Optimization exercise on an open flow, not production practice.
RTL: at most simulated, not proved equivalent.
Function not checked: runs 1 to 3.
Power: default activity.

File: design/flow/config.mk
export PLATFORM = sky130hd
export DESIGN_NAME = cycle_uart_in
export DESIGN_NICKNAME = cycle_uart_in
export VERILOG_FILES = /design/flow/design.v
export SDC_FILE = /design/flow/constraint.sdc
export NUM_CORES = 4
export LEC_CHECK = 0
export CAP_MARGIN = 20
export CORE_MARGIN = 2
export CORE_UTILIZATION = 70
export CTS_CLUSTER_DIAMETER = 80
export CTS_CLUSTER_SIZE = 26
export SETUP_SLACK_MARGIN = 2.0
export SLEW_MARGIN = 20
File: design/flow/constraint.sdc
create_clock -name core_clock -period 4.0 [get_ports {clock}]
set_input_delay 0.8000 -clock core_clock [delete_from_list [all_inputs] [get_ports {clock}]]
set_output_delay 0.8000 -clock core_clock [all_outputs]
set_load 0.01 [all_outputs]
File: design/flow/design.v
`default_nettype none
module cycle_uart_in #(
    parameter int WORD_SIZE = 32,
    parameter int WORD_PART = 8,
    parameter int MEM_SIZE  = 64,
    parameter int CLQ_FREQ  = 1_843_200,
    parameter int BAUD_RATE = 115200
) (
    input  logic                 clock,
    input  logic                 reset,
    input  logic                 sig,
    output logic [WORD_SIZE-1:0] data_out,
    output logic                 valid_out,
    input  logic                 ready_in,
    output logic                 full,
    output logic                 empty,
    output logic                 frame_err,
    output logic                 overflow
);
    localparam int CLKS_PER_BIT = CLQ_FREQ / BAUD_RATE;
    localparam int HALF_BIT     = CLKS_PER_BIT / 2;
    localparam int NUM_PARTS    = WORD_SIZE / WORD_PART;
    localparam int CNT_W        = (CLKS_PER_BIT > 1) ? $clog2(CLKS_PER_BIT) : 1;
    localparam int BIT_W        = (WORD_PART > 1) ? $clog2(WORD_PART) : 1;
    localparam int PART_W       = (NUM_PARTS > 1) ? $clog2(NUM_PARTS) : 1;
    localparam int ADDR_W       = (MEM_SIZE > 1) ? $clog2(MEM_SIZE) : 1;
    localparam logic [CNT_W-1:0]  CNT_LAST   = CNT_W'(CLKS_PER_BIT - 1);
    localparam logic [CNT_W-1:0]  CNT_HALF   = CNT_W'(HALF_BIT - 1);
    localparam logic [BIT_W-1:0]  BIT_LAST   = BIT_W'(WORD_PART - 1);
    localparam logic [PART_W-1:0] PART_LAST  = PART_W'(NUM_PARTS - 1);
    localparam logic [ADDR_W:0]   COUNT_FULL = (ADDR_W + 1)'(MEM_SIZE);
    typedef enum logic [2:0] {
        ST_ARM,
        ST_IDLE,
        ST_START,
        ST_DATA,
        ST_STOP
    } state_t;
    logic                 sig_meta_q, sig_meta_d;
    logic                 sig_s_q, sig_s_d;
    logic                 sig_prev_q, sig_prev_d;
    state_t               state_q, state_d;
    logic [CNT_W-1:0]     cnt_q, cnt_d;
    logic [BIT_W-1:0]     bit_idx_q, bit_idx_d;
    logic [WORD_PART-1:0] shift_q, shift_d;
    logic                 byte_stb_q, byte_stb_d;
    logic                 ferr_q, ferr_d;
    logic [PART_W-1:0]    part_q, part_d;
    logic [WORD_SIZE-1:0] word_q, word_d;
    logic                 push_q, push_d;
    localparam int RING_N = MEM_SIZE - 1;
    logic [WORD_SIZE-1:0] ring_q [RING_N];
    logic [RING_N-1:0]    sel_q, sel_d;
    logic [ADDR_W-1:0]    wpos_q, wpos_d;    
    logic                 pend_q, pend_d;    
    logic [ADDR_W:0]      count_q, count_d;
    logic                 full_q, full_d;
    logic                 empty_q, empty_d;
    logic                 full_o, empty_o, valid_o;
    logic                 ovf_q, ovf_d;
    logic [WORD_SIZE-1:0] data_q, out_q;
    logic                 sel_ring, sel_word, sel_hold;
    logic                 do_pop;
    logic                 do_push;
    logic                 ring_wr;
    logic                 next_is_word;
    logic [WORD_SIZE-1:0] ring_next;
    always_comb begin
        sig_meta_d = sig;
        sig_s_d    = sig_meta_q;
        sig_prev_d = sig_s_q;
    end
    always_comb begin
        state_d    = state_q;
        cnt_d      = cnt_q;
        bit_idx_d  = bit_idx_q;
        shift_d    = shift_q;
        byte_stb_d = 1'b0;
        ferr_d     = 1'b0;
        case (state_q)
            ST_ARM: begin
                if (!sig_s_q) begin
                    cnt_d = '0;
                end else if (cnt_q == CNT_LAST) begin
                    cnt_d   = '0;
                    state_d = ST_IDLE;
                end else begin
                    cnt_d = cnt_q + 1'b1;
                end
            end
            ST_IDLE: begin
                if (sig_prev_q && !sig_s_q) begin
                    cnt_d   = '0;
                    state_d = ST_START;
                end
            end
            ST_START: begin
                if (cnt_q == CNT_HALF) begin
                    cnt_d     = '0;
                    bit_idx_d = '0;
                    state_d   = sig_s_q ? ST_IDLE : ST_DATA;
                end else begin
                    cnt_d = cnt_q + 1'b1;
                end
            end
            ST_DATA: begin
                if (cnt_q == CNT_LAST) begin
                    cnt_d   = '0;
                    shift_d = WORD_PART'({sig_s_q, shift_q} >> 1);
                    if (bit_idx_q == BIT_LAST) begin
                        state_d = ST_STOP;
                    end else begin
                        bit_idx_d = bit_idx_q + 1'b1;
                    end
                end else begin
                    cnt_d = cnt_q + 1'b1;
                end
            end
            ST_STOP: begin
                if (cnt_q == CNT_LAST) begin
                    cnt_d = '0;
                    if (sig_s_q) begin
                        byte_stb_d = 1'b1;
                        state_d    = ST_IDLE;
                    end else begin
                        ferr_d  = 1'b1;
                        state_d = ST_ARM;
                    end
                end else begin
                    cnt_d = cnt_q + 1'b1;
                end
            end
            default: begin
                cnt_d   = '0;
                state_d = ST_ARM;
            end
        endcase
    end
    always_comb begin
        word_d = word_q;
        part_d = part_q;
        push_d = 1'b0;
        if (ferr_q) begin
            part_d = '0;
        end else if (byte_stb_q) begin
            word_d = (word_q << WORD_PART) | WORD_SIZE'(shift_q);
            if (part_q == PART_LAST) begin
                part_d = '0;
                push_d = 1'b1;
            end else begin
                part_d = part_q + 1'b1;
            end
        end
    end
    always_comb begin
        do_pop  = !empty_q && ready_in;
        do_push = push_q && (!full_q || do_pop);
        ovf_d   = ovf_q | (push_q && !do_push);
        case ({do_push, do_pop})
            2'b10:   count_d = count_q + 1'b1;
            2'b01:   count_d = count_q - 1'b1;
            default: count_d = count_q;
        endcase
        if (do_push) begin
            full_d  = do_pop ? full_q : (count_q == COUNT_FULL - 1'b1);
            empty_d = do_pop ? empty_q : 1'b0;
        end else begin
            full_d  = do_pop ? 1'b0 : full_q;
            empty_d = do_pop ? (count_q == (ADDR_W + 1)'(1)) : empty_q;
        end
        sel_d = do_pop ? sel_q : {sel_q[0], sel_q[RING_N-1:1]};
        if (do_push) begin
            wpos_d = wpos_q;
        end else if (wpos_q == '0) begin
            wpos_d = ADDR_W'(RING_N - 1);
        end else begin
            wpos_d = wpos_q - 1'b1;
        end
        ring_wr = pend_q && (wpos_q == ADDR_W'(1));
        pend_d  = (pend_q && !ring_wr) || do_push;
        next_is_word = (count_q == (ADDR_W + 1)'(1)) || (pend_q && count_q == (ADDR_W + 1)'(2));
        ring_next = '0;
        for (int p = 0; p < RING_N; p++) begin
            ring_next = ring_next | (ring_q[p] & {WORD_SIZE{sel_q[p]}});
        end
        sel_ring = do_pop && !next_is_word;
        sel_word = do_pop ? next_is_word : empty_q;
        sel_hold = !do_pop && !empty_q;
    end
    always_ff @(posedge clock) begin
        for (int j = 0; j < RING_N - 1; j++) begin
            ring_q[j] <= ring_q[j+1];
        end
        ring_q[RING_N-1] <= ring_wr ? word_q : ring_q[0];
    end
    always_ff @(posedge clock) begin
        shift_q   <= shift_d;
        bit_idx_q <= bit_idx_d;
        word_q    <= word_d;
        out_q     <= ({WORD_SIZE{sel_ring}} & ring_next) | ({WORD_SIZE{sel_word}} & word_q) |
                     ({WORD_SIZE{sel_hold}} & data_q);
        data_q    <= ({WORD_SIZE{sel_ring}} & ring_next) | ({WORD_SIZE{sel_word}} & word_q) |
                     ({WORD_SIZE{sel_hold}} & out_q);
    end
    always_ff @(posedge clock) begin
        if (reset) begin
            sig_meta_q <= 1'b1;
            sig_s_q    <= 1'b1;
            sig_prev_q <= 1'b1;
            state_q    <= ST_ARM;
            cnt_q      <= '0;
            byte_stb_q <= 1'b0;
            ferr_q     <= 1'b0;
            part_q     <= '0;
            push_q     <= 1'b0;
            pend_q     <= 1'b0;
            sel_q      <= RING_N'(1);
            wpos_q     <= ADDR_W'(RING_N - 1);
            count_q    <= '0;
            full_q     <= 1'b0;
            empty_q    <= 1'b1;
            full_o     <= 1'b0;
            empty_o    <= 1'b1;
            valid_o    <= 1'b0;
            ovf_q      <= 1'b0;
        end else begin
            sig_meta_q <= sig_meta_d;
            sig_s_q    <= sig_s_d;
            sig_prev_q <= sig_prev_d;
            state_q    <= state_d;
            cnt_q      <= cnt_d;
            byte_stb_q <= byte_stb_d;
            ferr_q     <= ferr_d;
            part_q     <= part_d;
            push_q     <= push_d;
            pend_q     <= pend_d;
            sel_q      <= sel_d;
            wpos_q     <= wpos_d;
            count_q    <= count_d;
            full_q     <= full_d;
            empty_q    <= empty_d;
            full_o     <= (do_push && !do_pop && count_q == COUNT_FULL - 1'b1) ||
                          (full_q && !(do_pop && !do_push));
            empty_o    <= (do_pop && !do_push && count_q == (ADDR_W + 1)'(1)) ||
                          (empty_q && !do_push);
            valid_o    <= !((do_pop && !do_push && count_q == (ADDR_W + 1)'(1)) ||
                            (empty_q && !do_push));
            ovf_q      <= ovf_d;
        end
    end
    assign data_out  = out_q;
    assign valid_out = valid_o;
    assign full      = full_o;
    assign empty     = empty_o;
    assign frame_err = ferr_q;
    assign overflow  = ovf_q;
endmodule
`default_nettype wire
File: design/flow/run.sh
#!/bin/bash
# synth_recipe.tcl (not shown) runs the flow's synth.tcl, then flattens the netlist and writes it again
# the make line also repeats each setting of config.mk as NAME=value (left out here)
make -C /OpenROAD-flow-scripts/flow DESIGN_CONFIG=/design/flow/config.mk WORK_HOME=/design/flow/orfs CLKGATE_MAP_FILE= SYNTH_SCRIPT=/design/flow/synth_recipe.tcl finish
==> results of run 1 <==
-- layer usage --
| layer | up-vias | routed length, um |
|---|---|---|
| li1 | 16100 | - |
| met1 | 20000 | 75800 |
| met2 | 3826 | 89400 |
| met3 | 1165 | 32100 |
| met4 | 25 | 18800 |
| met5 | - | 181 |
-- state kept, by name, summed over array words and instances (netlist names), 6 cells and up --
| signal | cells |
|---|---|
| ring_q | 2016 |
| sel_q | 63 |
| data_q | 32 |
| out_q | 32 |
| word_q | 32 |
| shift_q | 8 |
| count_q | 7 |
| wpos_q | 6 |
-- metrics by stage --
stage / instance area [um2] / hold slack, ns
2_1_floorplan: 58900 / 0.330
3_3_place_gp: 60600 / 0.333
3_5_place_dp: 60600 / 0.335
4_1_cts: 65600 / 0.332
5_1_grt: 66900 / 0.341
6_report: 66900 / 0.335
-- cell type report --
class / instances / share of cell area (%)
flip-flops and latches: 2221 / 67.6
multi-input cells: 1690 / 21.0
repair buffers: 315 / 5.39
clock buffers: 119 / 3.80
well taps: 1080 / 2.02
clock inverters: 4 / 0.0748
inverters: 10 / 0.0673
diodes: 10 / 0.0374
-- worst paths after layout --
path	slack, ns	end	start
min reg2reg	0.34	ring_q[20][15]$_DFF_P_	ring_q[21][15]$_DFF_P_
max reg2reg	1.88	data_q[26]$_DFF_P_	sel_q[52]$_SDFFE_PP0N_
max	1.88	data_q[26]$_DFF_P_	sel_q[52]$_SDFFE_PP0N_
min	0.34	ring_q[20][15]$_DFF_P_	ring_q[21][15]$_DFF_P_
-- repair_timing --
action / in CTS / in global routing
gates cloned: 10 / 1
gates resized for setup: 452 / 212
endpoints found under the hold margin: 0 / 0
endpoints found under the setup margin: 150 / 101
buffers inserted: 105 / 41
pin swaps: 39 / 66
-- synth_stat cells, types with 2 or more instances --
cell | number | area [um2]
sky130_fd_sc_hd__dfxtp_1 | 2178 | 43600
sky130_fd_sc_hd__a221oi_1 | 481 | 4210
sky130_fd_sc_hd__a22o_1 | 480 | 4200
sky130_fd_sc_hd__clkbuf_1 | 268 | 1010
sky130_fd_sc_hd__a21oi_1 | 141 | 706
sky130_fd_sc_hd__nand2_1 | 138 | 518
sky130_fd_sc_hd__nand4_1 | 130 | 813
sky130_fd_sc_hd__o21ai_0 | 72 | 360
sky130_fd_sc_hd__edfxtp_1 | 43 | 1290
sky130_fd_sc_hd__and3_1 | 35 | 219
sky130_fd_sc_hd__nor4_1 | 35 | 219
sky130_fd_sc_hd__a222oi_1 | 32 | 320
sky130_fd_sc_hd__mux2_2 | 32 | 360
sky130_fd_sc_hd__nor2_1 | 29 | 109
sky130_fd_sc_hd__buf_1 | 22 | 82.6
sky130_fd_sc_hd__ha_1 | 13 | 163
sky130_fd_sc_hd__inv_1 | 10 | 37.5
sky130_fd_sc_hd__buf_2 | 7 | 35.0
sky130_fd_sc_hd__xnor2_1 | 7 | 61.3
sky130_fd_sc_hd__nand3_1 | 6 | 30.0
sky130_fd_sc_hd__nor3_1 | 6 | 30.0
sky130_fd_sc_hd__and2_1 | 5 | 31.3
sky130_fd_sc_hd__buf_6 | 5 | 56.3
sky130_fd_sc_hd__nand2b_1 | 5 | 31.3
sky130_fd_sc_hd__or2_2 | 5 | 31.3
sky130_fd_sc_hd__or3_1 | 4 | 25.0
sky130_fd_sc_hd__xor2_1 | 4 | 35.0
sky130_fd_sc_hd__mux2i_1 | 3 | 30.0
sky130_fd_sc_hd__nand4b_1 | 3 | 26.3
sky130_fd_sc_hd__a211oi_1 | 2 | 15.0
sky130_fd_sc_hd__a21o_1 | 2 | 15.0
sky130_fd_sc_hd__a31oi_1 | 2 | 12.5
sky130_fd_sc_hd__nand3b_1 | 2 | 15.0
sky130_fd_sc_hd__nor2b_1 | 2 | 12.5
sky130_fd_sc_hd__nor3b_1 | 2 | 15.0
-- power by group through the flow --
stage                     combinational, mW  sequential [mW]  clock, mW
after floorplan                      0.0516             22.7          0
after global placement               0.0815             22.7          0
after detailed placement             0.0859             22.7          0
after CTS                            0.0942             22.1       11.0
after global routing                  0.120             22.1       11.8
final                                 0.120             22.1       11.1
-- logic make-up (layout without fill, tap and decap cells) --
group | Yosys count | after routing
XOR/XNOR | 11 | 11
adder cells (fa/ha/maj) | 13 | 13
buffers and inverters | 313 | 448
multiplexers | 35 | 35
flip-flops | 2221 | 2221
AND/OR/NAND/NOR | 409 | 409
other | 0 | 10
AO/OA/AOI/OAI | 1222 | 1222
-- layout by cell type, fill, tap and decap left out, drive strengths merged, types with 4 or more instances in the layout --
cell type,count
edfxtp,43
inv,12
and3,35
xnor2,7
diode,10
nor4,35
nor3,6
a22o,480
mux2,32
clkbuf,120
a221oi,481
nor2,29
nand3,6
nand4,130
a222oi,32
nand2b,5
xor2,4
ha,13
o21ai,73
or2,5
buf,309
nand2,138
and2,5
a21oi,141
or3,4
dfxtp,2178
==> impl_metrics.csv, run 1 <==
group,metric,value,unit
global_route,grt-ovfl-total,0,
worst_setup_path,slowest_delay,0.42,ns
yosys,post_synth_mux_area_share,0.663,%
drt,route.detailed.wl_per_inst,39.7,um
worst_setup_path,critPathLaunchType,"flop",
global_route,grt_first_pass_wirelength,291000,um
yosys,synthesized_area_fraction_occupied_by_xor_and_xnor_cells,0.164,%
finish,finish.net_count,4350,
hold_path,worstHoldPathType,"flop to flop",
run_status,outcome,"no timing/DRC/antenna violations",
yosys,mappedNetlistArea,0.0589,mm2
global_route,met1_usage,61.4,%
global_route,groute.layer.met3.usage,15.6,%
worst_setup_path,timing.critical_path.arrival,2.72,ns
hold_path,hold-path-cell-count,0,
floorplan,ios,41,
power_and_ir_drop,net-switching-power,6.73,mW
power_and_ir_drop,reg_power_share,66.3,%
yosys,synthDistinctLibCells,48,
drt,total_number_of_vias,41100,
timing,worst_clock_skew,0.0297,ns
yosys,largest_family_of_logic_cells_by_synthesized_area,"compound AO/OA/AOI/OAI gates",
clock_network,clkSinkCount,2221,
power_and_ir_drop,cellPowerDensity,499,mW/mm2
worst_setup_path,critical_path.max_fanout,5,
finish,fill_cells,4542,
worst_setup_path,worstRegToRegCells,7,
power_and_ir_drop,vdd_drop_max,0.402,mV
worst_setup_path,critical_path_cell_by_cell,"buf_12 -> buf_4 -> a22o_1 -> a221oi_1 -> nand4_1 -> nor4_4 -> o21ai_1",
floorplan,die_h,294,um
floorplan,rows,106,
finish,final_core_util,80.2,%
flow_run,max_cap_viols,0,
global_route,grt_util_met2,68.8,%
floorplan,core-area,0.0834,mm2
yosys,postSynthNetCount,4241,
place,replace_congestion,0.965,
clock_network,htree_num_levels,3,
drt,drc,0,
power_and_ir_drop,power.share.switching,20.2,%
global_route,grt_util_all_layers,48.1,%
clock_network,clkLatencyLatePin,0.72,ns
place,dp_hpwl,121000,um
worst_setup_path,timing.critical_path.to_type,"flop",
power_and_ir_drop,power_leakage,25.3,nW
drt,routed_via_density,7.54,
timing,tns,0,ns
worst_setup_path,cp.buffers_inverters,2,
worst_setup_path,critical_path_required,4.59,ns
yosys,yosysWarningCount,2,
timing,worst-slew-pin-transition,0.808,ns
timing,relSlewSlack,46.2,%
clock_network,tritoncts,"built",
power_and_ir_drop,p_total,33.4,mW
drt,drt_wl_total,216000,um
floorplan,die_area,0.0864,mm2
yosys,synthAdderAreaFrac,0.276,%
drt,drt_iter0_drc,7059,
floorplan,die_width,294,um
clock_network,cts_buffers,95,
place,dp_cells,5159,
finish,area_growth,13.7,%
yosys,flip_flop_and_latch_count_after_synthesis,2221,
timing,post_route_fraction_of_the_period_consumed_by_the_critical_path,53.1,%
timing,fmax,471,MHz
yosys,synth-edff-count,43,
worst_setup_path,timing.critical_path.max_delay_family,"compound AO/OA/AOI/OAI gates",
place,detailedPlace.worstSlack,0.718,ns
clock_network,cts_root_buf,"sky130_fd_sc_hd__clkbuf_16",
global_route,grt_antenna_before_repair,15,
yosys,synth_compound_area_share,16.9,%
clock_network,post_cts_hold_buffer_count,0,
global_route,grt_pass1_vias,39700,
global_route,highest_utilization_routing_layer_at_the_global_route_stage,"met2",
place,port-buffer-count,40,
finish,post_layout_nonfiller_instances,5449,
clock_network,cts.clk_slew.worst_paths,0.11,ns
power_and_ir_drop,clkPwrFrac,33.3,%
clock_network,cts-root-to-sink-buffers,3,
yosys,async_flop_share,0,%
yosys,synth_simple_gate_area_share,3.65,%
floorplan,initial_utilization,70.6,%
timing,final_critical_path_setup_slack,1.88,ns
power_and_ir_drop,intPower,26.6,mW
worst_setup_path,critical_path_class,"flop to flop",
worst_setup_path,cp_num_cells,7,
timing,fin_crit,2.12,ns
timing,final-hold-violation-count,0,
worst_setup_path,crit_slowest_cell,"sky130_fd_sc_hd__dfxtp_4",
power_and_ir_drop,comb_power_share,0.4,%
timing,slew_violations,0,
finish,regArea,0.0452,mm2
drt,drtPass1Iterations,8,
timing,number_of_failing_setup_endpoints_in_the_final_timing_report,0,
timing,rsz0062_at_grt,"true",
yosys,synthesis.area_per_instance,13.9,um2
finish,multi_input_combinational_cell_area,0.0141,mm2
yosys,synth_sequential_area_ratio,76.3,%
yosys,synth-main-ff-cell,"sky130_fd_sc_hd__dfxtp_1",
yosys,syn_inst,4224,
global_route,grt_start_max_net_pins,78,
finish,final_layout_size_suffix_gt1_share,17.1,%
drt,drtAntennaViolNets,0,
==> inputs of run 2 (changes only) <==
--- a/design/flow/config.mk
+++ b/design/flow/config.mk
@@ -7,7 +7,8 @@
 export LEC_CHECK = 0
 export CAP_MARGIN = 20
 export CORE_MARGIN = 2
-export CORE_UTILIZATION = 70
+export CORE_UTILIZATION = 60
+export CTS_BUF_LIST = sky130_fd_sc_hd__clkbuf_8 sky130_fd_sc_hd__clkbuf_16
 export CTS_CLUSTER_DIAMETER = 80
 export CTS_CLUSTER_SIZE = 26
 export SETUP_SLACK_MARGIN = 2.0
==> impl_metrics.csv, run 2 <==
group,metric,value,unit
run_status,outcome,"no timing/DRC/antenna violations",
floorplan,die_width,317,um
finish,layout_top_registers,"ring_q (2016), sel_q (63)",
flow_run,max_cap_viols,0,
yosys,synthTopCellsByCount,"2178 x sky130_fd_sc_hd__dfxtp_1, 481 x sky130_fd_sc_hd__a221oi_1, 480 x sky130_fd_sc_hd__a22o_1",
floorplan,die_h,317,um
clock_network,cts-root-to-sink-buffers,3,
finish,area_growth,14.8,%
worst_setup_path,critical_path_class,"flop to primary output",
worst_setup_path,cp.buffers_inverters,1,
clock_network,tritoncts,"built",
timing,final_critical_path_setup_slack,1.90,ns
clock_network,htree_num_levels,3,
drt,total_number_of_vias,40300,
yosys,synth-main-ff-cell,"sky130_fd_sc_hd__dfxtp_1",
place,replace_congestion,0.965,
global_route,grt_util_all_layers,42.6,%
timing,fin_crit,2.10,ns
drt,drt_iter0_drc,7176,
yosys,synthDistinctLibCells,48,
worst_setup_path,cp_num_cells,1,
finish,final_layout_size_suffix_gt1_share,17.7,%
finish,final_common_cell,"sky130_fd_sc_hd__dfxtp_1",
floorplan,rows,114,
yosys,yosysWarningCount,2,
global_route,grt_start_max_net_pins,66,
hold_path,hold-path-cell-count,0,
worst_setup_path,worstRegToRegCells,6,
worst_setup_path,critical_path.max_fanout,2,
timing,slew_violations,0,
worst_setup_path,critPathLaunchType,"flop",
yosys,synth_top_cell_by_area,"sky130_fd_sc_hd__dfxtp_1",
floorplan,core-area,0.0970,mm2
timing,tns,0,ns
hold_path,worstHoldPathType,"flop to flop",
clock_network,cts_buffers,95,
place,detailedPlace.worstSlack,0.773,ns
drt,route.detailed.wl_per_inst,39.3,um
timing,number_of_failing_setup_endpoints_in_the_final_timing_report,0,
worst_setup_path,slowest_delay,0.45,ns
drt,drt_wl_total,223000,um
timing,worst_clock_skew,0.0279,ns
worst_setup_path,timing.critical_path.arrival,1.30,ns
yosys,synth-edff-count,43,
global_route,grt_antenna_before_repair,10,
yosys,synthTopCellsByArea,"sky130_fd_sc_hd__dfxtp_1 74%, sky130_fd_sc_hd__a221oi_1 7.2%, sky130_fd_sc_hd__a22o_1 7.1%",
power_and_ir_drop,power_leakage,25.5,nW
yosys,synth_sequential_area_ratio,76.3,%
finish,top_library_cells_by_usage_in_the_layout_fill_and_taps_aside,"2072 x sky130_fd_sc_hd__dfxtp_1, 480 x sky130_fd_sc_hd__a22o_1, 394 x sky130_fd_sc_hd__a221oi_1, 161 x sky130_fd_sc_hd__buf_4, 138 x sky130_fd_sc_hd__nand2_1",
finish,largest_reg_flops,2016,
clock_network,clkLatencyLatePin,0.74,ns
clock_network,clkSinkCount,2221,
global_route,grt_pass1_vias,38900,
worst_setup_path,critical_path_cell_by_cell,"buf_6",
timing,fmax,477,MHz
drt,routed_via_density,7.12,
yosys,most_frequent_cell_after_synthesis,"sky130_fd_sc_hd__dfxtp_1",
drt,drc,0,
global_route,grt-ovfl-total,0,
timing,relSlewSlack,7.15,%
power_and_ir_drop,p_total,33.5,mW
yosys,syn_inst,4224,
timing,worst-slew-pin-transition,1.39,ns
power_and_ir_drop,vdd_drop_max,0.382,mV
global_route,grt_first_pass_wirelength,296000,um
drt,drtAntennaViolNets,0,
timing,post_route_fraction_of_the_period_consumed_by_the_critical_path,52.4,%
place,dp_hpwl,123000,um
yosys,mappedNetlistArea,0.0589,mm2
floorplan,ios,41,
power_and_ir_drop,cellPowerDensity,495,mW/mm2
clock_network,cts_root_buf,"sky130_fd_sc_hd__clkbuf_16",
worst_setup_path,timing.critical_path.max_delay_family,"flip-flops",
timing,rsz0062_at_grt,"true",
drt,drtPass1Iterations,6,
yosys,async_flop_share,0,%
clock_network,post_cts_hold_buffer_count,0,
finish,finish.net_count,4364,
yosys,yosys.area.top_type_share,74.1,%
worst_setup_path,crit_slowest_cell,"sky130_fd_sc_hd__dfxtp_4",
finish,largest_register,"ring_q",
finish,post_layout_nonfiller_instances,5656,
place,port-buffer-count,40,
worst_setup_path,timing.critical_path.to_type,"primary output",
yosys,flip_flop_and_latch_count_after_synthesis,2221,
clock_network,cts.clk_slew.worst_paths,0.11,ns
floorplan,initial_utilization,60.7,%
place,dp_cells,5358,
timing,final-hold-violation-count,0,
yosys,synthesis.area_per_instance,13.9,um2
yosys,postSynthNetCount,4241,
worst_setup_path,critical_path_required,3.20,ns
floorplan,die_area,0.101,mm2
run 2: cell count changes in the layout (fill, tap and decap cells not counted), sizes merged:
cell	before	now
buf	309	317
clkinv	2	1
clkdlybuf4s15	1	0
diode	10	9
nor2	29	30
clkbuf	120	110
bufbuf	3	0
inv	12	30
run 2: area by class of cell:
| type | instances | area [um2] |
|---|---|---|
| Antenna cell | 9 | 22.5 |
| Clock buffer | 100 | 2500 |
| Clock inverter | 21 | 106 |
| Fill cell | 6664 | 29400 |
| Inverter | 10 | 42.5 |
| Multi-Input combinational cell | 1691 | 14100 |
| Sequential cell | 2221 | 45300 |
| Tap cell | 1276 | 1600 |
| Timing Repair Buffer | 328 | 3960 |
run 2: cell families (layout without fill, tap and decap cells):
| kind of cell | count (synthesis) | count (layout) | share of synthesized area (%) |
|---|---|---|---|
| flops | 2221 | 2221 | 76.3 |
| buf+inv | 313 | 459 | 2.08 |
| compound gates | 1222 | 1222 | 16.9 |
| xor+xnor | 11 | 11 | 0.164 |
| mux | 35 | 35 | 0.663 |
| fa+ha+maj | 13 | 13 | 0.276 |
| other cells | 0 | 9 | 0 |
| simple gates | 409 | 410 | 3.65 |
run 2: per-stage QoR:
step	area [um2]	utilization, %	hold slack, ns
final	67600	69.7	0.345
after global routing	67600	69.7	0.347
after CTS	66000	68.0	0.341
after detailed placement	60900	62.8	0.337
after global placement	60900	62.8	0.333
after floorplan	58900	-	0.330
run 2: timing repair:
| item | 4_1_cts | 5_1_grt |
|---|---|---|
| cloned | 3 | 10 |
| pin swaps | 19 | 58 |
| buffers inserted | 111 | 44 |
| resized for setup | 443 | 235 |
| setup endpoints to repair | 150 | 104 |
run 2: layer usage:
layer	vias to the layer above	GRT usage [%]	wire (um)
li1	16100	-	-
met1	20100	56.8	83800
met2	3250	61.9	93500
met3	802	12.4	29700
met4	14	24.8	15400
met5	-	0	143
run 2: final timing paths:
kind	endpoint	slack (ns)	from
worst max-delay path	data_out[7]	1.90	out_q[7]$_DFF_P_
worst min-delay path	ring_q[19][29]$_DFF_P_	0.35	ring_q[20][29]$_DFF_P_
worst max register to register	out_q[15]$_DFF_P_	1.94	sel_q[35]$_SDFFE_PP0N_
worst min register to register	ring_q[19][29]$_DFF_P_	0.35	ring_q[20][29]$_DFF_P_
run 2: power breakdown:
| part | total (mW) | switching, mW | internal (mW) | leakage [nW] |
|---|---|---|---|---|
| Combinational | 0.128 | 0.0944 | 0.0332 | 6.15 |
| Clock | 11.2 | 6.70 | 4.51 | 1.34 |
| Sequential | 22.1 | 0.0261 | 22.1 | 18.0 |
==> inputs of run 3 (changes only) <==
--- a/design/flow/config.mk
+++ b/design/flow/config.mk
@@ -8,8 +8,7 @@
 export CAP_MARGIN = 20
 export CORE_MARGIN = 2
 export CORE_UTILIZATION = 60
-export CTS_BUF_LIST = sky130_fd_sc_hd__clkbuf_8 sky130_fd_sc_hd__clkbuf_16
 export CTS_CLUSTER_DIAMETER = 80
 export CTS_CLUSTER_SIZE = 26
-export SETUP_SLACK_MARGIN = 2.0
+export SETUP_SLACK_MARGIN = 2.2
 export SLEW_MARGIN = 20
==> impl_metrics.csv, run 3 <==
group,metric,value,unit
worst_setup_path,critical_path.max_fanout,2,
drt,drc,0,
floorplan,core-area,0.0970,mm2
yosys,async_flop_share,0,%
global_route,grt_start_max_net_pins,78,
worst_setup_path,reg2reg_setup_slack,1.92,ns
finish,area_growth,15.3,%
drt,drtPass1Iterations,7,
finish,final_core_util,70.0,%
worst_setup_path,cp.buffers_inverters,1,
worst_setup_path,slowest_delay,0.46,ns
yosys,mappedNetlistArea,0.0589,mm2
yosys,postSynthNetCount,4241,
drt,drtAntennaViolNets,0,
worst_setup_path,timing.critical_path.to_type,"primary output",
yosys,most_frequent_cell_after_synthesis,"sky130_fd_sc_hd__dfxtp_1",
timing,worst-slew-pin-transition,1.28,ns
worst_setup_path,timing.critical_path.max_delay_family,"flip-flops",
worst_setup_path,critPathLaunchType,"flop",
clock_network,tritoncts,"built",
finish,final_layout_size_suffix_gt1_share,18.7,%
clock_network,post_cts_hold_buffer_count,0,
power_and_ir_drop,vdd_drop_max,0.428,mV
clock_network,cts_buffers,95,
finish,fill_cells,6548,
yosys,flip_flop_and_latch_count_after_synthesis,2221,
timing,slew_violations,0,
global_route,grt_util_met2,63.7,%
yosys,synthDistinctLibCells,48,
power_and_ir_drop,power_leakage,25.6,nW
yosys,synth-edff-count,43,
clock_network,cts-root-to-sink-buffers,3,
timing,worst_clock_skew,0.0339,ns
clock_network,cts_root_buf,"sky130_fd_sc_hd__clkbuf_16",
place,replace_congestion,0.949,
finish,largest_register,"ring_q",
global_route,grt-ovfl-total,0,
floorplan,initial_utilization,60.7,%
floorplan,rows,114,
power_and_ir_drop,cellPowerDensity,495,mW/mm2
worst_setup_path,timing.critical_path.arrival,1.32,ns
yosys,synthTopCellsByArea,"sky130_fd_sc_hd__dfxtp_1 74%, sky130_fd_sc_hd__a221oi_1 7.2%, sky130_fd_sc_hd__a22o_1 7.1%",
global_route,met1_usage,55.3,%
finish,largest_reg_flops,2016,
floorplan,die_area,0.101,mm2
flow_run,max_cap_viols,0,
drt,routed_via_density,7.11,
worst_setup_path,crit_slowest_cell,"sky130_fd_sc_hd__dfxtp_4",
worst_setup_path,critical_path_class,"flop to primary output",
global_route,grt_util_all_layers,43.0,%
finish,final_common_cell,"sky130_fd_sc_hd__dfxtp_1",
drt,total_number_of_vias,40500,
timing,fin_crit,2.12,ns
clock_network,clkSinkCount,2221,
timing,tns,0,ns
timing,number_of_failing_setup_endpoints_in_the_final_timing_report,0,
clock_network,cts.clk_slew.worst_paths,0.10,ns
worst_setup_path,critical_path_required,3.20,ns
finish,layout_top_registers,"ring_q (2016), sel_q (63)",
timing,rsz0062_at_grt,"true",
place,dp_hpwl,124000,um
floorplan,die_width,317,um
place,placement.cell_area,0.0608,mm2
global_route,grt_pass1_vias,39100,
yosys,synth-main-ff-cell,"sky130_fd_sc_hd__dfxtp_1",
yosys,synth_sequential_area_ratio,76.3,%
timing,final-hold-violation-count,0,
floorplan,die_h,317,um
drt,drt_wl_total,221000,um
timing,post_route_fraction_of_the_period_consumed_by_the_critical_path,53.0,%
power_and_ir_drop,p_total,33.6,mW
timing,fmax,472,MHz
finish,finish.net_count,4396,
hold_path,worstHoldPathType,"flop to flop",
timing,relSlewSlack,15.0,%
yosys,syn_inst,4224,
global_route,grt_antenna_before_repair,8,
drt,route.detailed.wl_per_inst,38.8,um
timing,hold_ws,0.336,ns
worst_setup_path,critical_path_cell_by_cell,"buf_6",
finish,top_library_cells_by_usage_in_the_layout_fill_and_taps_aside,"2073 x sky130_fd_sc_hd__dfxtp_1, 480 x sky130_fd_sc_hd__a22o_1, 410 x sky130_fd_sc_hd__a221oi_1, 197 x sky130_fd_sc_hd__buf_4, 138 x sky130_fd_sc_hd__nand2_1",
drt,drt_iter0_drc,6543,
run_status,outcome,"no timing/DRC/antenna violations",
yosys,synthTopCellsByCount,"2178 x sky130_fd_sc_hd__dfxtp_1, 481 x sky130_fd_sc_hd__a221oi_1, 480 x sky130_fd_sc_hd__a22o_1",
clock_network,clkLatencyLatePin,0.75,ns
floorplan,ios,41,
yosys,synthesis.area_per_instance,13.9,um2
finish,final_design_area_no_fill,0.0679,mm2
global_route,grt_first_pass_wirelength,298000,um
place,port-buffer-count,40,
global_route,groute.layer.met3.usage,12.5,%
yosys,synth_top_cell_by_area,"sky130_fd_sc_hd__dfxtp_1",
global_route,highest_utilization_routing_layer_at_the_global_route_stage,"met2",
yosys,yosysWarningCount,2,
yosys,yosys.area.top_type_share,74.1,%
clock_network,htree_num_levels,3,
## run 3: cell counts after synthesis
No cell type changed its count.
## run 3: metal layers
layer	wire, um	up-vias
li1	-	16200
met1	82300	20200
met2	93500	3182
met3	27900	883
met4	17300	14
met5	107	-
## run 3: path summary, 6_finish.rpt
path | startpoint | end | cells after the start
worst max-delay path | out_q[15]$_DFF_P_ | data_out[15] | 1
worst min-delay path | ring_q[22][21]$_DFF_P_ | ring_q[21][21]$_DFF_P_ | 0
worst max register to register | count_q[5]$_SDFFE_PP0P_ | out_q[4]$_DFF_P_ | 8
worst min register to register | ring_q[22][21]$_DFF_P_ | ring_q[21][21]$_DFF_P_ | 0
## run 3: report_power, final
part | total, mW | leakage (nW) | switching (mW) | internal, mW
sequential | 22.1 | 18.0 | 0.0298 | 22.1
combinational | 0.120 | 6.29 | 0.0897 | 0.0304
clock | 11.3 | 1.28 | 6.73 | 4.58
total | 33.6 | 25.6 | 6.85 | 26.7
## run 3: repair_timing
item | in CTS | in global routing
buffers inserted | 158 | 31
pin swaps | 28 | 45
gates cloned | 13 | 1
gates resized for setup | 534 | 161
setup endpoints to repair | 164 | 107
## run 3: cell families (layout without fill, tap and decap cells)
group,after synthesis,in the layout,share of synthesized area (%)
other,0,9,0
AND/OR/NAND/NOR,409,411,3.65
multiplexers,35,35,0.663
AO/OA/AOI/OAI,1222,1222,16.9
flip-flops,2221,2221,76.3
buffers and inverters,313,495,2.08
XOR/XNOR,11,11,0.164
adder cells (fa/ha/maj),13,13,0.276
## run 3: layout make-up
class                           count  area [um2]  share of cell area, %
Multi-Input combinational cell   1692       14200                   20.9
Antenna cell                        9        22.5                 0.0332
Clock buffer                      123        2590                   3.82
Tap cell                         1276        1600                   2.35
Clock inverter                      3        41.3                 0.0609
Inverter                           10        50.0                 0.0738
Sequential cell                  2221       45200                   66.7
Timing Repair Buffer              359        4130                   6.08
## run 3: per-stage QoR
stage          worst slack, ns  cells
4_1_cts                   1.92   5652
2_1_floorplan             1.67   4224
3_5_place_dp             0.725   5355
6_report                  1.88   5693
3_3_place_gp             0.798   5355
5_1_grt                   1.86   5685
==> inputs of run 4 (changes only) <==
--- a/design/flow/design.v
+++ b/design/flow/design.v
@@ -58,7 +58,7 @@
     logic                 empty_q, empty_d;
     logic                 full_o, empty_o, valid_o;
     logic                 ovf_q, ovf_d;
-    logic [WORD_SIZE-1:0] data_q, out_q;
+    logic [WORD_SIZE-1:0] out_q;
     logic                 sel_ring, sel_word, sel_hold;
     logic                 do_pop;
     logic                 do_push;
@@ -198,8 +198,6 @@
         bit_idx_q <= bit_idx_d;
         word_q    <= word_d;
         out_q     <= ({WORD_SIZE{sel_ring}} & ring_next) | ({WORD_SIZE{sel_word}} & word_q) |
-                     ({WORD_SIZE{sel_hold}} & data_q);
-        data_q    <= ({WORD_SIZE{sel_ring}} & ring_next) | ({WORD_SIZE{sel_word}} & word_q) |
                      ({WORD_SIZE{sel_hold}} & out_q);
     end
     always_ff @(posedge clock) begin
--- a/design/flow/config.mk
+++ b/design/flow/config.mk
@@ -10,5 +10,5 @@
 export CORE_UTILIZATION = 60
 export CTS_CLUSTER_DIAMETER = 80
 export CTS_CLUSTER_SIZE = 26
-export SETUP_SLACK_MARGIN = 2.2
+export SETUP_SLACK_MARGIN = 1.85
 export SLEW_MARGIN = 20
==> impl_metrics.csv, run 4 <==
group,metric,value,unit
worst_setup_path,critical_path.max_fanout,19,
yosys,yosys.area.top_type_share,74.4,%
finish,area_growth,10.2,%
yosys,synthTopCellsByArea,"sky130_fd_sc_hd__dfxtp_1 74%, sky130_fd_sc_hd__a221oi_1 7.3%, sky130_fd_sc_hd__a22o_1 7.3%",
global_route,grt-ovfl-total,0,
timing,tns,0,ns
yosys,mappedNetlistArea,0.0577,mm2
finish,finish.net_count,4160,
drt,drtPass1Iterations,7,
flow_run,max_cap_viols,0,
power_and_ir_drop,vdd_drop_max,0.399,mV
yosys,synth_sequential_area_ratio,76.6,%
finish,fill_cells,6804,
finish,largest_reg_flops,2016,
yosys,synthTopCellsByCount,"2146 x sky130_fd_sc_hd__dfxtp_1, 481 x sky130_fd_sc_hd__a221oi_1, 480 x sky130_fd_sc_hd__a22o_1",
timing,relSlewSlack,33.4,%
clock_network,tritoncts,"built",
global_route,grt_util_all_layers,42.2,%
worst_setup_path,critical_path_class,"flop to flop",
floorplan,die_width,314,um
clock_network,cts_root_buf,"sky130_fd_sc_hd__clkbuf_16",
hold_path,worstHoldPathType,"flop to flop",
run_status,outcome,"no timing/DRC/antenna violations",
finish,largest_register,"ring_q",
floorplan,initial_utilization,60.7,%
drt,routed_via_density,7.16,
yosys,synthDistinctLibCells,49,
yosys,post_synth_mux_area_share,0.659,%
clock_network,post_cts_hold_buffer_count,0,
power_and_ir_drop,clkPwrFrac,33.4,%
yosys,synth_simple_gate_area_share,3.41,%
drt,drt_iter0_drc,6564,
worst_setup_path,critPathLaunchType,"flop",
clock_network,htree_num_levels,3,
place,port-buffer-count,40,
timing,rsz0062_at_grt,"false",
finish,final_common_cell,"sky130_fd_sc_hd__dfxtp_1",
floorplan,rows,113,
drt,route.detailed.wl_per_inst,39.4,um
power_and_ir_drop,net-switching-power,6.67,mW
power_and_ir_drop,cellPowerDensity,518,mW/mm2
power_and_ir_drop,reg_power_share,66.3,%
drt,total_number_of_vias,38900,
drt,drc,0,
global_route,grt_antenna_before_repair,10,
power_and_ir_drop,power_leakage,23.8,nW
yosys,synthAdderAreaFrac,0.282,%
yosys,synth-edff-count,43,
timing,slew_violations,0,
yosys,syn_inst,4093,
clock_network,clkLatencyLatePin,0.72,ns
global_route,grt_start_max_net_pins,66,
yosys,postSynthNetCount,4110,
power_and_ir_drop,power.share.switching,20.3,%
place,replace_congestion,0.961,
yosys,most_frequent_cell_after_synthesis,"sky130_fd_sc_hd__dfxtp_1",
yosys,synthesis.area_per_instance,14.1,um2
worst_setup_path,timing.critical_path.arrival,2.54,ns
yosys,async_flop_share,0,%
yosys,synth-main-ff-cell,"sky130_fd_sc_hd__dfxtp_1",
place,dp_cells,5240,
global_route,grt_pass1_vias,37700,
worst_setup_path,timing.critical_path.to_type,"flop",
hold_path,hold-path-cell-count,0,
place,dp_hpwl,127000,um
floorplan,ios,41,
clock_network,cts-root-to-sink-buffers,3,
finish,top_library_cells_by_usage_in_the_layout_fill_and_taps_aside,"2050 x sky130_fd_sc_hd__dfxtp_1, 480 x sky130_fd_sc_hd__a22o_1, 479 x sky130_fd_sc_hd__a221oi_1, 153 x sky130_fd_sc_hd__buf_4, 143 x sky130_fd_sc_hd__nand2_1",
floorplan,core-area,0.0952,mm2
power_and_ir_drop,intPower,26.3,mW
floorplan,die_area,0.0987,mm2
yosys,synth_top_cell_by_area,"sky130_fd_sc_hd__dfxtp_1",
drt,drt_wl_total,214000,um
drt,drtAntennaViolNets,0,
finish,final_core_util,66.9,%
yosys,largest_family_of_logic_cells_by_synthesized_area,"compound AO/OA/AOI/OAI gates",
clock_network,clkSinkCount,2189,
global_route,grt_first_pass_wirelength,291000,um
worst_setup_path,worstRegToRegCells,2,
timing,fin_crit,2.18,ns
power_and_ir_drop,comb_power_share,0.3,%
timing,worst_clock_skew,0.0220,ns
yosys,synth_compound_area_share,16.8,%
finish,layout_top_registers,"ring_q (2016), sel_q (63)",
clock_network,cts_buffers,94,
worst_setup_path,critical_path_required,4.36,ns
timing,final-hold-violation-count,0,
yosys,yosysWarningCount,2,
finish,final_layout_size_suffix_gt1_share,12.4,%
timing,post_route_fraction_of_the_period_consumed_by_the_critical_path,54.5,%
yosys,flip_flop_and_latch_count_after_synthesis,2189,
timing,hold_ws,0.343,ns
yosys,synthesized_area_fraction_occupied_by_xor_and_xnor_cells,0.152,%
power_and_ir_drop,p_total,32.9,mW
timing,number_of_failing_setup_endpoints_in_the_final_timing_report,0,
floorplan,die_h,314,um
finish,post_layout_nonfiller_instances,5438,
timing,worst-slew-pin-transition,0.999,ns
timing,fmax,459,MHz
clock_network,cts.clk_slew.worst_paths,0.10,ns
[run 4: changes by cell type after synthesis, moves of 6 or more]
cell | before | now
sky130_fd_sc_hd__a21oi_1 | 141 | 77
sky130_fd_sc_hd__o21ai_0 | 72 | 35
sky130_fd_sc_hd__a22oi_1 | 1 | 34
sky130_fd_sc_hd__dfxtp_1 | 2178 | 2146
sky130_fd_sc_hd__and3_1 | 35 | 6
sky130_fd_sc_hd__buf_1 | 22 | 16
sky130_fd_sc_hd__o21ai_1 | 0 | 6
[run 4: what timing repair did]
item                                    4_1_cts  5_1_grt
setup buffers                                17       53
pin swaps                                     4        4
gates resized for setup                     207       70
endpoints found under the setup margin      117       43
gates cloned                                  1        1
[run 4: routing by layer]
layer  vias up  GRT usage (%)  routed length, um
met1     19500           57.0              81200
li1      15500              -                  -
met5         -              0                 64
met4         6           24.3              13300
met3       773           10.8              28400
met2      3115           61.9              91100
[run 4: area by class of cell]
cell class                      instances  area, um2  area share, %
Sequential cell                      2189      44500           70.0
Clock buffer                          120       2510           3.95
Timing Repair Buffer                  246       2340           3.67
Tap cell                             1265       1580           2.49
Clock inverter                          1       30.0         0.0472
Antenna cell                            5       12.5         0.0197
Inverter                               10       40.0         0.0629
Multi-Input combinational cell       1602      12600           19.8
[run 4: stage by stage]
| stage | worst slack, ns | instance area [um2] |
|---|---|---|
| 6_report | 1.82 | 63600 |
| 5_1_grt | 1.79 | 63600 |
| 4_1_cts | 1.50 | 62900 |
| 3_5_place_dp | 0.723 | 59800 |
| 3_3_place_gp | 0.702 | 59800 |
| 2_1_floorplan | 1.53 | 57800 |
[run 4: worst paths after layout]
kind | from | endpoint | slack, ns
setup reg to reg | byte_stb_q$_SDFF_PP0_ | word_q[2]$_DFFE_PP_ | 1.82
hold reg to reg | ring_q[52][11]$_DFF_P_ | ring_q[51][11]$_DFF_P_ | 0.34
setup / recovery | byte_stb_q$_SDFF_PP0_ | word_q[2]$_DFFE_PP_ | 1.82
hold / removal | ring_q[52][11]$_DFF_P_ | ring_q[51][11]$_DFF_P_ | 0.34
[run 4: cell families after synthesis]
family,after synthesis
buffers and inverters,303
AOI/OAI and AO/OA,1160
xor gates and xnor gates,10
DFF,2189
and+or+nand+nor,384
muxes,34
adders and majority gates,13
[run 4: critical path, stage by stage (launching register included)]
cell and delay, ns:
sky130_fd_sc_hd__dfxtp_1 0.43, sky130_fd_sc_hd__nor2b_4 0.82, sky130_fd_sc_hd__buf_4 0.56
[run 4: power groups by stage]
stage / clock network [mW] / registers [mW] / logic [mW]
2_1_floorplan: 0 / 22.4 / 0.0517
3_3_place_gp: 0 / 22.4 / 0.0912
3_5_place_dp: 0 / 22.4 / 0.0920
4_1_cts: 10.9 / 21.8 / 0.0935
5_1_grt: 11.8 / 21.8 / 0.0990
6_report: 11.0 / 21.8 / 0.0992
==> inputs of run 5 (changes only) <==
--- a/design/flow/config.mk
+++ b/design/flow/config.mk
@@ -10,5 +10,6 @@
 export CORE_UTILIZATION = 60
 export CTS_CLUSTER_DIAMETER = 80
 export CTS_CLUSTER_SIZE = 26
-export SETUP_SLACK_MARGIN = 1.85
+export SETUP_SLACK_MARGIN = 2.0
 export SLEW_MARGIN = 20
+export TNS_END_PERCENT = 30
==> impl_metrics.csv, run 5 <==
group,metric,value,unit
run_status,outcome,"no timing/DRC/antenna violations",
finish,final_core_util,67.8,%
yosys,synth_top_cell_by_area,"sky130_fd_sc_hd__dfxtp_1",
timing,fin_crit,2.14,ns
timing,post_route_fraction_of_the_period_consumed_by_the_critical_path,53.6,%
worst_setup_path,startpoint,"sel_q[40]$_SDFFE_PP0N_",
yosys,syn_inst,4093,
global_route,grt_first_pass_wirelength,295000,um
clock_network,tritoncts,"built",
drt,drt_wl_total,217000,um
timing,number_of_failing_setup_endpoints_in_the_final_timing_report,0,
finish,final_design_area_no_fill,0.0645,mm2
worst_setup_path,slowest_delay,0.48,ns
floorplan,die_h,314,um
hold_path,hold-path-cell-count,0,
floorplan,die_width,314,um
global_route,grt-ovfl-total,0,
worst_setup_path,reg2reg_setup_slack,1.86,ns
worst_setup_path,timing.critical_path.max_delay_family,"compound AO/OA/AOI/OAI gates",
global_route,grt_util_all_layers,43.0,%
clock_network,htree_num_levels,3,
floorplan,initial_utilization,60.7,%
clock_network,cts_buffers,94,
finish,largest_reg_flops,2016,
finish,final_common_cell,"sky130_fd_sc_hd__dfxtp_1",
yosys,synthDistinctLibCells,49,
worst_setup_path,r2r_end,"out_q[8]$_DFF_P_",
drt,total_number_of_vias,39300,
floorplan,rows,113,
worst_setup_path,timing.critical_path.to_type,"flop",
timing,slew_violations,0,
drt,drtAntennaViolNets,0,
global_route,grt_pass1_vias,37700,
worst_setup_path,worstRegToRegCells,6,
yosys,yosys.area.top_type_share,74.4,%
worst_setup_path,crit_end,"out_q[8]$_DFF_P_",
yosys,synth-edff-count,43,
worst_setup_path,critical_path_cell_by_cell,"buf_4 -> a22o_1 -> a221oi_1 -> nand4_1 -> nor4_2 -> o21ai_0",
drt,drt_iter0_drc,7119,
finish,layout_top_registers,"ring_q (2016), sel_q (63)",
worst_setup_path,critical_path_required,4.59,ns
timing,fmax,467,MHz
place,dp_hpwl,123000,um
yosys,most_frequent_cell_after_synthesis,"sky130_fd_sc_hd__dfxtp_1",
yosys,synth-main-ff-cell,"sky130_fd_sc_hd__dfxtp_1",
drt,drtPass1Iterations,9,
timing,tns,0,ns
timing,worst_clock_skew,0.0272,ns
yosys,yosysWarningCount,2,
clock_network,cts.clk_slew.worst_paths,0.11,ns
worst_setup_path,cp.buffers_inverters,1,
clock_network,post_cts_hold_buffer_count,0,
hold_path,worstHoldPathType,"flop to flop",
drt,drc,0,
worst_setup_path,critPathLaunchType,"flop",
timing,final-hold-violation-count,0,
clock_network,clkLatencyLatePin,0.72,ns
yosys,async_flop_share,0,%
yosys,flip_flop_and_latch_count_after_synthesis,2189,
finish,final_layout_size_suffix_gt1_share,13.5,%
global_route,grt_antenna_before_repair,14,
yosys,synthTopCellsByArea,"sky130_fd_sc_hd__dfxtp_1 74%, sky130_fd_sc_hd__a221oi_1 7.3%, sky130_fd_sc_hd__a22o_1 7.3%",
power_and_ir_drop,cellPowerDensity,511,mW/mm2
worst_setup_path,critical_path_class,"flop to flop",
floorplan,core-area,0.0952,mm2
finish,largest_register,"ring_q",
flow_run,max_cap_viols,0,
drt,routed_via_density,7.17,
drt,route.detailed.wl_per_inst,39.6,um
floorplan,ios,41,
clock_network,cts_root_buf,"sky130_fd_sc_hd__clkbuf_16",
worst_setup_path,cp_num_cells,6,
timing,relSlewSlack,35.0,%
yosys,synth_sequential_area_ratio,76.6,%
worst_setup_path,crit-reg2reg-launch,"sel_q[40]$_SDFFE_PP0N_",
timing,worst-slew-pin-transition,0.973,ns
clock_network,cts-root-to-sink-buffers,3,
yosys,mappedNetlistArea,0.0577,mm2
worst_setup_path,crit_slowest_cell,"sky130_fd_sc_hd__dfxtp_4",
finish,top_library_cells_by_usage_in_the_layout_fill_and_taps_aside,"2048 x sky130_fd_sc_hd__dfxtp_1, 480 x sky130_fd_sc_hd__a22o_1, 473 x sky130_fd_sc_hd__a221oi_1, 158 x sky130_fd_sc_hd__buf_4, 143 x sky130_fd_sc_hd__nand2_1",
global_route,grt_start_max_net_pins,66,
place,placement.cell_area,0.0598,mm2
finish,finish.net_count,4196,
power_and_ir_drop,vdd_drop_max,0.496,mV
power_and_ir_drop,power_leakage,24.2,nW
floorplan,die_area,0.0987,mm2
clock_network,clkSinkCount,2189,
yosys,postSynthNetCount,4110,
finish,area_growth,11.7,%
yosys,synthTopCellsByCount,"2146 x sky130_fd_sc_hd__dfxtp_1, 481 x sky130_fd_sc_hd__a221oi_1, 480 x sky130_fd_sc_hd__a22o_1",
timing,rsz0062_at_grt,"true",
place,port-buffer-count,40,
yosys,synthesis.area_per_instance,14.1,um2
place,replace_congestion,0.938,
worst_setup_path,timing.critical_path.arrival,2.74,ns
worst_setup_path,critical_path.max_fanout,11,
[run 5: cell counts after synthesis]
Identical to the previous run, type by type.
[run 5: how the worst min path moves through the flow]
stage / start / end / slack, ns
6_report: ring_q[61][28]$_DFF_P_ / ring_q[60][28]$_DFF_P_ / 0.34
5_1_grt: ring_q[52][17]$_DFF_P_ / ring_q[51][17]$_DFF_P_ / 0.35
4_1_cts: ring_q[61][28]$_DFF_P_ / ring_q[60][28]$_DFF_P_ / 0.34
3_5_place_dp: ring_q[25][2]$_DFF_P_ / ring_q[24][2]$_DFF_P_ / 0.34
3_3_place_gp: ring_q[16][20]$_DFF_P_ / ring_q[15][20]$_DFF_P_ / 0.33
2_1_floorplan: ring_q[15][17]$_DFF_P_ / ring_q[14][17]$_DFF_P_ / 0.33
[run 5: cell families after synthesis]
| kind of cell | count (synthesis) | synth area share, % |
|---|---|---|
| adder cells (fa/ha/maj) | 13 | 0.282 |
| multiplexers | 34 | 0.659 |
| AO/OA/AOI/OAI | 1160 | 16.8 |
| flip-flops | 2189 | 76.6 |
| AND/OR/NAND/NOR | 384 | 3.41 |
| XOR/XNOR | 10 | 0.152 |
| buffers and inverters | 303 | 2.03 |
[run 5: where the power goes]
group | switching (mW) | internal (mW)
Clock | 6.53 | 4.52
Combinational | 0.0776 | 0.0236
Sequential | 0.0376 | 21.8
Total | 6.64 | 26.3
[run 5: cell type report]
type | count | area (um2)
Tap cell | 1265 | 1580
Antenna cell | 6 | 15.0
Fill cell | 6720 | 30600
Clock inverter | 2 | 50.0
Multi-Input combinational cell | 1602 | 12700
Sequential cell | 2189 | 44600
Timing Repair Buffer | 282 | 3070
Clock buffer | 121 | 2520
Inverter | 10 | 40.0
[run 5: what timing repair did]
action                                  in CTS  in global routing
endpoints found under the setup margin     118                 79
cloned                                       1                  0
setup buffers                              102                 25
pin swaps                                    8                  6
resized for setup                          203                148
[run 5: per-stage QoR]
step	worst slack, ns	instances	power [mW]	hold WS, ns
5_1_grt	1.84	5471	33.7	0.352
3_3_place_gp	0.647	5220	22.5	0.332
3_5_place_dp	0.664	5220	22.5	0.336
2_1_floorplan	1.53	4093	22.4	0.330
6_report	1.86	5477	33.0	0.343
4_1_cts	1.81	5446	32.9	0.344
[run 5: routing by layer]
layer / vias up / track usage [%] / part of all wire (%)
met5: - / 0 / 0.050
met4: 16 / 23.5 / 6.5
met3: 756 / 11.3 / 14
met2: 3350 / 62.2 / 42
met1: 19600 / 59.1 / 38
li1: 15500 / - / -
==> inputs of run 6 (changes only) <==
--- a/design/flow/config.mk
+++ b/design/flow/config.mk
@@ -12,4 +12,4 @@
 export CTS_CLUSTER_SIZE = 26
 export SETUP_SLACK_MARGIN = 2.0
 export SLEW_MARGIN = 20
-export TNS_END_PERCENT = 30
+export TNS_END_PERCENT = 0
==> impl_metrics.csv, run 6 <==
group,metric,value,unit
power_and_ir_drop,cellPowerDensity,514,mW/mm2
yosys,postSynthNetCount,4110,
timing,hold_ws,0.338,ns
power_and_ir_drop,power_leakage,24.0,nW
timing,tns,0,ns
finish,area_growth,10.9,%
global_route,grt_start_max_net_pins,66,
floorplan,initial_utilization,60.7,%
timing,post_route_fraction_of_the_period_consumed_by_the_critical_path,53.9,%
power_and_ir_drop,intPower,26.3,mW
yosys,synthTopCellsByArea,"sky130_fd_sc_hd__dfxtp_1 74%, sky130_fd_sc_hd__a221oi_1 7.3%, sky130_fd_sc_hd__a22o_1 7.3%",
yosys,synth-edff-count,43,
drt,drtPass1Iterations,9,
run_status,outcome,"no timing/DRC/antenna violations",
clock_network,cts_buffers,94,
worst_setup_path,critical_path_cell_by_cell,"buf_4 -> a22o_1 -> a221oi_1 -> nand4_1 -> nor4_1 -> o21ai_0",
worst_setup_path,startpoint,"sel_q[37]$_SDFFE_PP0N_",
power_and_ir_drop,power.share.switching,20.2,%
global_route,grt_util_all_layers,41.9,%
drt,route.detailed.wl_per_inst,39.0,um
yosys,synth-main-ff-cell,"sky130_fd_sc_hd__dfxtp_1",
drt,drt_wl_total,213000,um
finish,finish.net_count,4180,
power_and_ir_drop,net-switching-power,6.67,mW
yosys,syn_inst,4093,
clock_network,cts-root-to-sink-buffers,3,
place,replace_congestion,0.941,
yosys,yosysWarningCount,2,
drt,total_number_of_vias,38600,
worst_setup_path,worstRegToRegCells,6,
finish,top_library_cells_by_usage_in_the_layout_fill_and_taps_aside,"2044 x sky130_fd_sc_hd__dfxtp_1, 480 x sky130_fd_sc_hd__a22o_1, 477 x sky130_fd_sc_hd__a221oi_1, 156 x sky130_fd_sc_hd__buf_4, 143 x sky130_fd_sc_hd__nand2_1",
yosys,mappedNetlistArea,0.0577,mm2
clock_network,htree_num_levels,3,
flow_run,max_cap_viols,0,
hold_path,worstHoldPathType,"flop to flop",
clock_network,clkLatencyLatePin,0.73,ns
worst_setup_path,crit_slowest_cell,"sky130_fd_sc_hd__dfxtp_4",
timing,worst_clock_skew,0.0308,ns
floorplan,ios,41,
yosys,synthDistinctLibCells,49,
place,port-buffer-count,40,
drt,drc,0,
worst_setup_path,slowest_delay,0.57,ns
clock_network,cts.clk_slew.worst_paths,0.10,ns
global_route,grt_antenna_before_repair,8,
floorplan,die_area,0.0987,mm2
yosys,most_frequent_cell_after_synthesis,"sky130_fd_sc_hd__dfxtp_1",
timing,relSlewSlack,34.4,%
worst_setup_path,critical_path_class,"flop to flop",
power_and_ir_drop,clkPwrFrac,33.4,%
timing,slew_violations,0,
yosys,synthesis.area_per_instance,14.1,um2
floorplan,die_h,314,um
worst_setup_path,critical_path.max_fanout,18,
clock_network,tritoncts,"built",
place,dp_hpwl,123000,um
drt,drtAntennaViolNets,0,
drt,drt_iter0_drc,6256,
worst_setup_path,critical_path_required,4.59,ns
hold_path,worstHoldStart,"ring_q[1][2]$_DFF_P_",
global_route,grt_first_pass_wirelength,289000,um
yosys,async_flop_share,0,%
worst_setup_path,timing.critical_path.to_type,"flop",
global_route,grt-ovfl-total,0,
floorplan,rows,113,
floorplan,core-area,0.0952,mm2
yosys,synth_sequential_area_ratio,76.6,%
finish,final_layout_size_suffix_gt1_share,13.2,%
power_and_ir_drop,reg_power_share,66.3,%
drt,routed_via_density,7.07,
hold_path,hold-path-cell-count,0,
clock_network,cts_root_buf,"sky130_fd_sc_hd__clkbuf_16",
yosys,synth_top_cell_by_area,"sky130_fd_sc_hd__dfxtp_1",
global_route,grt_pass1_vias,37800,
worst_setup_path,timing.critical_path.arrival,2.74,ns
timing,rsz0062_at_grt,"true",
finish,largest_reg_flops,2016,
worst_setup_path,critPathLaunchType,"flop",
floorplan,die_width,314,um
worst_setup_path,crit-reg2reg-launch,"sel_q[37]$_SDFFE_PP0N_",
timing,number_of_failing_setup_endpoints_in_the_final_timing_report,0,
timing,fmax,464,MHz
clock_network,clkSinkCount,2189,
yosys,synthTopCellsByCount,"2146 x sky130_fd_sc_hd__dfxtp_1, 481 x sky130_fd_sc_hd__a221oi_1, 480 x sky130_fd_sc_hd__a22o_1",
finish,final_common_cell,"sky130_fd_sc_hd__dfxtp_1",
timing,worst-slew-pin-transition,0.982,ns
yosys,yosys.area.top_type_share,74.4,%
yosys,flip_flop_and_latch_count_after_synthesis,2189,
finish,largest_register,"ring_q",
power_and_ir_drop,comb_power_share,0.3,%
finish,layout_top_registers,"ring_q (2016), sel_q (63)",
timing,fin_crit,2.16,ns
power_and_ir_drop,vdd_drop_max,0.436,mV
timing,final-hold-violation-count,0,
[run 6: critical path, delay by kind of cell (launching register included)]
family	cells	cell delay, ns
DFF	1	0.57
and+or+nand+nor	2	0.53
AOI/OAI and AO/OA	3	0.60
buffers and inverters	1	0.32
[run 6: cell type report]
type	instances	area (um2)
clock buffer	118	2510
multi-input combinational	1602	12700
antenna	3	7.51
timing repair buffer	266	2610
inverter	10	42.5
fill	6710	31100
sequential	2189	44600
tap	1265	1580
clock inverter	5	65.1
[run 6: worst paths after layout]
check                                             to  slack [ns]
worst max-delay path               out_q[12]$_DFF_P_        1.84
worst min-delay path            ring_q[0][2]$_DFF_P_        0.34
worst max register to register     out_q[12]$_DFF_P_        1.84
worst min register to register  ring_q[0][2]$_DFF_P_        0.34
[run 6: through the flow]
step | cells | setup WS (ns) | util (%) | cell area, um2 | total power, mW
2_1_floorplan | 4093 | 1.53 | - | 57800 | 22.4
3_3_place_gp | 5224 | 0.665 | 62.8 | 59800 | 22.5
3_5_place_dp | 5224 | 0.675 | 62.9 | 59800 | 22.5
4_1_cts | 5374 | 1.84 | 66.3 | 63100 | 32.9
5_1_grt | 5455 | 1.83 | 67.3 | 64000 | 33.7
6_report | 5458 | 1.84 | 67.3 | 64000 | 32.9
[run 6: per-layer routing]
layer | vias up | global-route usage (%) | part of all wire, %
li1 | 15500 | - | -
met1 | 19400 | 56.0 | 38
met2 | 2962 | 62.4 | 43
met3 | 748 | 11.1 | 13
met4 | 10 | 22.7 | 5.9
met5 | - | 0 | 0.031
[run 6: logic make-up (layout without fill, tap and decap cells)]
group | after synthesis | in the layout | synth area share, %
DFF | 2189 | 2189 | 76.6
AOI/OAI and AO/OA | 1160 | 1161 | 16.8
and+or+nand+nor | 384 | 384 | 3.41
buffers and inverters | 303 | 399 | 2.03
muxes | 34 | 34 | 0.659
adders and majority gates | 13 | 13 | 0.282
xor gates and xnor gates | 10 | 10 | 0.152
other | 0 | 3 | 0
[run 6: timing repair]
item,CTS,global route
pin swaps,3,6
setup buffers,26,80
gates cloned,1,1
hold buffers,0,0
resized for setup,238,80
hold endpoints to repair,0,0
setup endpoints to repair,131,129
[run 6: power by group through the flow]
stage | clock [mW] | combinational (mW) | sequential [mW]
6_report | 11.0 | 0.0979 | 21.8
5_1_grt | 11.7 | 0.0992 | 21.8
4_1_cts | 10.9 | 0.0932 | 21.8
3_5_place_dp | 0 | 0.0888 | 22.4
3_3_place_gp | 0 | 0.0861 | 22.4
2_1_floorplan | 0 | 0.0517 | 22.4
==> inputs of run 7 (changes only) <==
--- a/design/flow/config.mk
+++ b/design/flow/config.mk
@@ -12,4 +12,3 @@
 export CTS_CLUSTER_SIZE = 26
 export SETUP_SLACK_MARGIN = 2.0
 export SLEW_MARGIN = 20
-export TNS_END_PERCENT = 0
==> impl_metrics.csv, run 7 <==
group,metric,value,unit
run_status,outcome,"no timing/DRC/antenna violations",
yosys,synthTopCellsByArea,"sky130_fd_sc_hd__dfxtp_1 74%, sky130_fd_sc_hd__a221oi_1 7.3%, sky130_fd_sc_hd__a22o_1 7.3%",
finish,final_design_area_no_fill,0.0654,mm2
yosys,largest_family_of_logic_cells_by_synthesized_area,"compound AO/OA/AOI/OAI gates",
yosys,async_flop_share,0,%
clock_network,clkSinkCount,2189,
floorplan,rows,113,
timing,number_of_failing_setup_endpoints_in_the_final_timing_report,0,
timing,worst-slew-pin-transition,0.961,ns
finish,fill_cells,6605,
timing,post_route_fraction_of_the_period_consumed_by_the_critical_path,51.4,%
power_and_ir_drop,vdd_drop_max,0.490,mV
yosys,most_frequent_cell_after_synthesis,"sky130_fd_sc_hd__dfxtp_1",
worst_setup_path,critical_path.max_fanout,11,
yosys,synth_top_cell_by_area,"sky130_fd_sc_hd__dfxtp_1",
finish,layout_top_registers,"ring_q (2016), sel_q (63)",
hold_path,whs_endpoint,"ring_q[6][11]$_DFF_P_",
finish,final_layout_size_suffix_gt1_share,15.2,%
global_route,grt_antenna_before_repair,13,
yosys,synth-main-ff-cell,"sky130_fd_sc_hd__dfxtp_1",
hold_path,worstHoldStart,"ring_q[7][11]$_DFF_P_",
timing,fmax,487,MHz
global_route,grt_first_pass_wirelength,296000,um
yosys,synthAdderAreaFrac,0.282,%
global_route,grt_start_max_net_pins,66,
clock_network,htree_num_levels,3,
yosys,synth_compound_area_share,16.8,%
global_route,grt_pass1_vias,38000,
global_route,grt_util_all_layers,43.2,%
timing,relSlewSlack,35.8,%
worst_setup_path,critPathLaunchType,"flop",
worst_setup_path,timing.critical_path.to_type,"flop",
yosys,yosys.area.top_type_share,74.4,%
clock_network,cts_root_buf,"sky130_fd_sc_hd__clkbuf_16",
flow_run,max_cap_viols,0,
finish,regArea,0.0446,mm2
place,port-buffer-count,40,
finish,largest_reg_flops,2016,
timing,slew_violations,0,
drt,total_number_of_vias,39800,
timing,final-hold-violation-count,0,
yosys,synthesized_area_fraction_occupied_by_xor_and_xnor_cells,0.152,%
finish,area_growth,13.3,%
worst_setup_path,reg2reg_setup_slack,1.94,ns
clock_network,cts-root-to-sink-buffers,3,
timing,rsz0062_at_grt,"true",
drt,drc,0,
place,replace_congestion,0.938,
yosys,mappedNetlistArea,0.0577,mm2
[run 7: changes by cell type in the layout (fill, tap and decap cells not counted), moves of 6 or more]
| cell | before | now |
|---|---|---|
| sky130_fd_sc_hd__buf_6 | 28 | 73 |
| sky130_fd_sc_hd__buf_12 | 35 | 69 |
| sky130_fd_sc_hd__a221oi_1 | 477 | 450 |
| sky130_fd_sc_hd__a221oi_2 | 4 | 30 |
| sky130_fd_sc_hd__buf_2 | 23 | 4 |
| sky130_fd_sc_hd__buf_4 | 156 | 168 |
| sky130_fd_sc_hd__diode_2 | 3 | 15 |
| sky130_fd_sc_hd__dfxtp_2 | 31 | 20 |
| sky130_fd_sc_hd__dfxtp_4 | 71 | 81 |
| sky130_fd_sc_hd__clkbuf_2 | 7 | 0 |
| sky130_fd_sc_hd__clkdlybuf4s15_2 | 6 | 0 |
| sky130_fd_sc_hd__nor4_1 | 9 | 3 |
[run 7: timing repair]
| item | 4_1_cts | 5_1_grt |
|---|---|---|
| gates cloned | 1 | 0 |
| pin swaps | 11 | 32 |
| gates resized for setup | 359 | 83 |
| setup buffers | 117 | 54 |
| setup endpoints to repair | 118 | 76 |
[run 7: how the worst max path moves through the flow]
stage / slack, ns / startpoint / end
4_1_cts: 1.94 / sel_q[13]$_SDFFE_PP0N_ / out_q[10]$_DFF_P_
2_1_floorplan: 1.53 / ready_in / count_q[5]$_SDFFE_PP0P_
6_report: 1.94 / count_q[2]$_SDFFE_PP0P_ / out_q[10]$_DFF_P_
5_1_grt: 1.94 / out_q[14]$_DFF_P_ / data_out[14]
3_5_place_dp: 0.66 / ready_in / out_q[3]$_DFF_P_
3_3_place_gp: 0.65 / ready_in / count_q[5]$_SDFFE_PP0P_
[run 7: area by class of cell]
type                       count  area share [%]
multi-input combinational   1602            19.7
timing repair buffer         326            5.67
inverter                      10          0.0650
clock buffer                 121            3.85
sequential                  2189            68.1
antenna                       15          0.0574
tap                         1265            2.42
clock inverter                 2          0.0765
[run 7: worst max-delay path, stage by stage, from the launching register on]
cell and delay, ns:
sky130_fd_sc_hd__dfxtp_2 0.36, sky130_fd_sc_hd__or4_4 0.58, sky130_fd_sc_hd__o31ai_4 0.23, sky130_fd_sc_hd__buf_12 0.18, sky130_fd_sc_hd__o21a_4 0.18, sky130_fd_sc_hd__buf_12 0.18, sky130_fd_sc_hd__a22oi_1 0.09, sky130_fd_sc_hd__o21ai_1 0.15
[run 7: cells by family (layout without fill, tap and decap cells)]
| group | after synthesis | after routing |
|---|---|---|
| other | 0 | 15 |
| buffers and inverters | 303 | 459 |
| and+or+nand+nor | 384 | 384 |
| xor gates and xnor gates | 10 | 10 |
| muxes | 34 | 34 |
| DFF | 2189 | 2189 |
| adders and majority gates | 13 | 13 |
| AOI/OAI and AO/OA | 1160 | 1161 |
[run 7: metrics by stage]
step	cells	util, %	hold slack, ns	setup WS, ns
2_1_floorplan	4093	-	0.330	1.53
3_5_place_dp	5220	62.8	0.336	0.664
6_report	5530	68.8	0.342	1.94
5_1_grt	5516	68.7	0.354	1.94
4_1_cts	5461	67.7	0.344	1.94
3_3_place_gp	5220	62.8	0.332	0.647
[run 7: power by group]
group	internal [mW]	switching, mW
registers	21.8	0.0218
logic	0.0316	0.0957
clock network	4.52	6.55
[run 7: routing by layer]
layer,GRT usage [%],routed length (um),vias up,part of all wire [%]
met5,0,73,-,0.033
met4,24.5,14500,10,6.6
met3,11.2,29300,768,13
met2,62.3,91800,3394,42
met1,59.3,83100,19900,38
li1,-,-,15700,-
